Context: an optimization exercise on an open-source flow, tuned for small area, a short achievable clock period and few clock cycles per item. The choices shown serve that exercise and are no tape-out recipe. Where RTL was checked, it was by simulation tests only, not by an equivalence proof against the original. Power and IR drop assume default switching activity.

==> module simple_dma, before the edit <==
module simple_dma
(
  input  wire logic      Bus2IP_Clk,
  input  wire logic      rst,
  input  mst_pkg::mst_data_t      bus2ip_data,
  input  dma_pkg::dma_ce_t        bus2ip_wrce,
  input  dma_pkg::dma_ce_t        bus2ip_rdce,
  output mst_pkg::mst_data_t      ip2bus_data,
  output logic           ip2bus_wrack,
  output logic           ip2bus_rdack,
  input  wire logic      bus2ip_mst_cmdack,
  input  wire logic      bus2ip_mst_cmplt,
  input  mst_pkg::mst_data_t      bus2ip_mstrd_d,
  input  wire logic      bus2ip_mstrd_src_rdy_n,
  input  wire logic      bus2ip_mstwr_dst_rdy_n,
  output logic           ip2bus_mstrd_req,
  output logic           ip2bus_mstwr_req,
  output dma_pkg::dma_addr_t      ip2bus_mst_addr,
  output mst_pkg::mst_data_t      ip2bus_mstwr_d
);
  dma_pkg::dma_cfg_t cfg;
  logic     key;
  logic     busy_q;
  logic     rdreq_q;
  logic     wrreq_q;
  dma_pkg::dma_addr_t addr_q;
  dma_pkg::dma_addr_t next_q;
  logic [32-3:0] words_q;
  logic     part_q;
  mst_pkg::mst_data_t data_q;
  logic     start;
  logic     rd_cmplt;
  logic     wr_cmplt;
  logic     accept;
  logic     none_left;
  dma_regs u_regs (
    .Bus2IP_Clk(Bus2IP_Clk), .rst(rst),
    .bus2ip_data(bus2ip_data), .bus2ip_wrce(bus2ip_wrce), .bus2ip_rdce(bus2ip_rdce),
    .busy(busy_q), .ip2bus_data(ip2bus_data),
    .ip2bus_wrack(ip2bus_wrack), .ip2bus_rdack(ip2bus_rdack),
    .cfg(cfg), .key(key)
  );
  assign start     = key && !busy_q && (cfg.len != '0);
  assign rd_cmplt  = !bus2ip_mstrd_src_rdy_n;
  assign wr_cmplt  = !bus2ip_mstwr_dst_rdy_n;
  assign accept    = bus2ip_mst_cmdack || bus2ip_mst_cmplt;
  assign none_left = (words_q == '0) && !part_q;
  always_ff @(posedge Bus2IP_Clk)
  begin
    if (rst)
    begin
      busy_q  <= 1'b0;
      rdreq_q <= 1'b0;
      wrreq_q <= 1'b0;
    end
    else
    begin
      busy_q  <= start || (busy_q && !(wr_cmplt && none_left));
      rdreq_q <= start || (rdreq_q && !accept) || (busy_q && wr_cmplt && !none_left);
      wrreq_q <= (wrreq_q && !accept) || (busy_q && rd_cmplt);
    end
  end
  always_ff @(posedge Bus2IP_Clk)
  begin
    if (!busy_q)
    begin
      addr_q  <= cfg.src;
      next_q  <= cfg.dst;
      words_q <= cfg.len[32-1:2];
      part_q  <= |cfg.len[1:0];
    end
    else
    begin
      if (bus2ip_mst_cmplt)
      begin
        addr_q <= next_q;
        next_q <= addr_q + dma_pkg::dma_addr_t'(4);
      end
      if (rd_cmplt)
      begin
        if (part_q)
          part_q  <= 1'b0;
        else
          words_q <= words_q - 1'b1;
      end
    end
  end
  always_ff @(posedge Bus2IP_Clk)
  begin
    if (rd_cmplt)
      data_q <= bus2ip_mstrd_d;
  end
  assign ip2bus_mstrd_req = rdreq_q;
  assign ip2bus_mstwr_req = wrreq_q;
  assign ip2bus_mst_addr  = addr_q;
  assign ip2bus_mstwr_d   = data_q;
endmodule
export LEC_CHECK = 0
export ABC_CLOCK_PERIOD_IN_PS = 2000
export CAP_MARGIN = 20
export CORE_MARGIN = 2
export CORE_UTILIZATION = 65
export CTS_CLUSTER_DIAMETER = 60
export CTS_CLUSTER_SIZE = 20
export SETUP_SLACK_MARGIN = 2.2
export SLEW_MARGIN = 20
create_clock -name core_clock -period 5.0 [get_ports {Bus2IP_Clk}]
standard.sh (not shown) runs the stock make flow with config.mk's settings and CLKGATE_MAP_FILE= SYNTH_SCRIPT=/design/flow/synth_recipe.tcl, a recipe that flattens the netlist after the stock synthesis.
==> flow/flow/run.sh <==
#!/bin/bash
# The standard flow (standard.sh) with two changes:
#  - the port buffers are sky130_fd_sc_hd__buf_1 cells (the standard flow picks delay cells);
#  - a few slow combinational cells are added to the platform's don't-use list,
#    for synthesis and layout alike. Registers are mapped exactly as in the
#    standard synthesis; only combinational gate choice changes.
set -euo pipefail
export BUFFER_PORTS_ARGS="-buffer_cell sky130_fd_sc_hd__buf_1"
DU="sky130_fd_sc_hd__probe_p_8 sky130_fd_sc_hd__probec_p_8 sky130_fd_sc_hd__lpflow_bleeder_1 sky130_fd_sc_hd__lpflow_clkbufkapwr_1 sky130_fd_sc_hd__lpflow_clkbufkapwr_16 sky130_fd_sc_hd__lpflow_clkbufkapwr_2 sky130_fd_sc_hd__lpflow_clkbufkapwr_4 sky130_fd_sc_hd__lpflow_clkbufkapwr_8 sky130_fd_sc_hd__lpflow_clkinvkapwr_1 sky130_fd_sc_hd__lpflow_clkinvkapwr_16 sky130_fd_sc_hd__lpflow_clkinvkapwr_2 sky130_fd_sc_hd__lpflow_clkinvkapwr_4 sky130_fd_sc_hd__lpflow_clkinvkapwr_8 sky130_fd_sc_hd__lpflow_decapkapwr_12 sky130_fd_sc_hd__lpflow_decapkapwr_3 sky130_fd_sc_hd__lpflow_decapkapwr_4 sky130_fd_sc_hd__lpflow_decapkapwr_6 sky130_fd_sc_hd__lpflow_decapkapwr_8 sky130_fd_sc_hd__lpflow_inputiso0n_1 sky130_fd_sc_hd__lpflow_inputiso0p_1 sky130_fd_sc_hd__lpflow_inputiso1n_1 sky130_fd_sc_hd__lpflow_inputiso1p_1 sky130_fd_sc_hd__lpflow_inputisolatch_1 sky130_fd_sc_hd__lpflow_isobufsrc_1 sky130_fd_sc_hd__lpflow_isobufsrc_16 sky130_fd_sc_hd__lpflow_isobufsrc_2 sky130_fd_sc_hd__lpflow_isobufsrc_4 sky130_fd_sc_hd__lpflow_isobufsrc_8 sky130_fd_sc_hd__lpflow_isobufsrckapwr_16 sky130_fd_sc_hd__lpflow_lsbuf_lh_hl_isowell_tap_1 sky130_fd_sc_hd__lpflow_lsbuf_lh_hl_isowell_tap_2 sky130_fd_sc_hd__lpflow_lsbuf_lh_hl_isowell_tap_4 sky130_fd_sc_hd__lpflow_lsbuf_lh_isowell_4 sky130_fd_sc_hd__lpflow_lsbuf_lh_isowell_tap_1 sky130_fd_sc_hd__lpflow_lsbuf_lh_isowell_tap_2 sky130_fd_sc_hd__lpflow_lsbuf_lh_isowell_tap_4 sky130_fd_sc_hd__a222oi_1 sky130_fd_sc_hd__or4_1 sky130_fd_sc_hd__or4_2 sky130_fd_sc_hd__or4_4 sky130_fd_sc_hd__nor4_1 sky130_fd_sc_hd__nor4_2 sky130_fd_sc_hd__nor4_4"
bash standard.sh "DONT_USE_CELLS=$DU" synth > synth.log 2>&1
bash standard.sh "DONT_USE_CELLS=$DU" finish > layout.log 2>&1
Change:
--- a/flow/design.v
+++ b/flow/design.v
@@ -129,32 +129,40 @@
     end
   end
   always_ff @(posedge Bus2IP_Clk)
   begin
     if (!busy_q)
     begin
-      addr_q  <= cfg.src;
-      next_q  <= cfg.dst;
       words_q <= cfg.len[32-1:2];
       part_q  <= |cfg.len[1:0];
     end
     else
     begin
-      if (bus2ip_mst_cmplt)
-      begin
-        addr_q <= next_q;
-        next_q <= addr_q + dma_pkg::dma_addr_t'(4);
-      end
       if (rd_cmplt)
       begin
         if (part_q)
           part_q  <= 1'b0;
         else
           words_q <= words_q - 1'b1;
       end
     end
+  end
+  logic     addr_load;
+  logic     addr_step;
+  logic     addr_hold;
+  assign addr_load = !busy_q;
+  assign addr_step = busy_q && bus2ip_mst_cmplt;
+  assign addr_hold = busy_q && !bus2ip_mst_cmplt;
+  always_ff @(posedge Bus2IP_Clk)
+  begin
+    addr_q <= ({32{addr_load}} & cfg.src)
+            | ({32{addr_step}} & next_q)
+            | ({32{addr_hold}} & addr_q);
+    next_q <= ({32{addr_load}} & cfg.dst)
+            | ({32{addr_step}} & (addr_q + dma_pkg::dma_addr_t'(4)))
+            | ({32{addr_hold}} & next_q);
   end
   always_ff @(posedge Bus2IP_Clk)
   begin
     if (rd_cmplt)
       data_q <= bus2ip_mstrd_d;
   end
Effect:
- final area went down by 1.2%
- area after synthesis goes down by 0.74%
- core utilization drops by 0.62 points
- hold slack loses 0.057 ns
- total power went down by 2.5%
- register-to-register slack improved by 0.18 ns
- global-route usage decreases by 0.24 points
- die area came out lower by 0.72%
- setup slack gains 0.0037 ns
Testbench counts after the change, summed over its fixed seeds: cycles 59,953, words 6,547.
No functional check of the RTL was part of the first run of this note.

==> afterwards: timing with drivers on the ports <==
How much do the figures lean on ideal ports? The routed layouts below were timed once more, with nothing changed but the port constraints.
Step 1 sets driving cells, clkbuf_16 on the clock port and buf_2 on the other inputs (assumed; they add their load-dependent delay and slew).
Step 2 adds t to the input delays and takes it off the output delays; t is the mean of the earliest and latest rising clock arrival at the registers after step 1. Input paths then give back, and output paths get back, about the clock's delay inside the block.
a / b / c = no drivers / after step 1 / after step 2; a / b = the first two.
run	t (ns)	slack for setup (ns)	worst setup path at the end	cell pins on the clock port's net
the first run	0.516	2.223 / 2.196 / 2.047	input to register	1
the second run	0.509	2.227 / 2.206 / 1.973	input to register	1
After both steps every run listed still meets setup and hold. For the second run, which loses most, drivers alone change the setup slack by -0.021 ns; drivers and shift together by -0.254 ns.
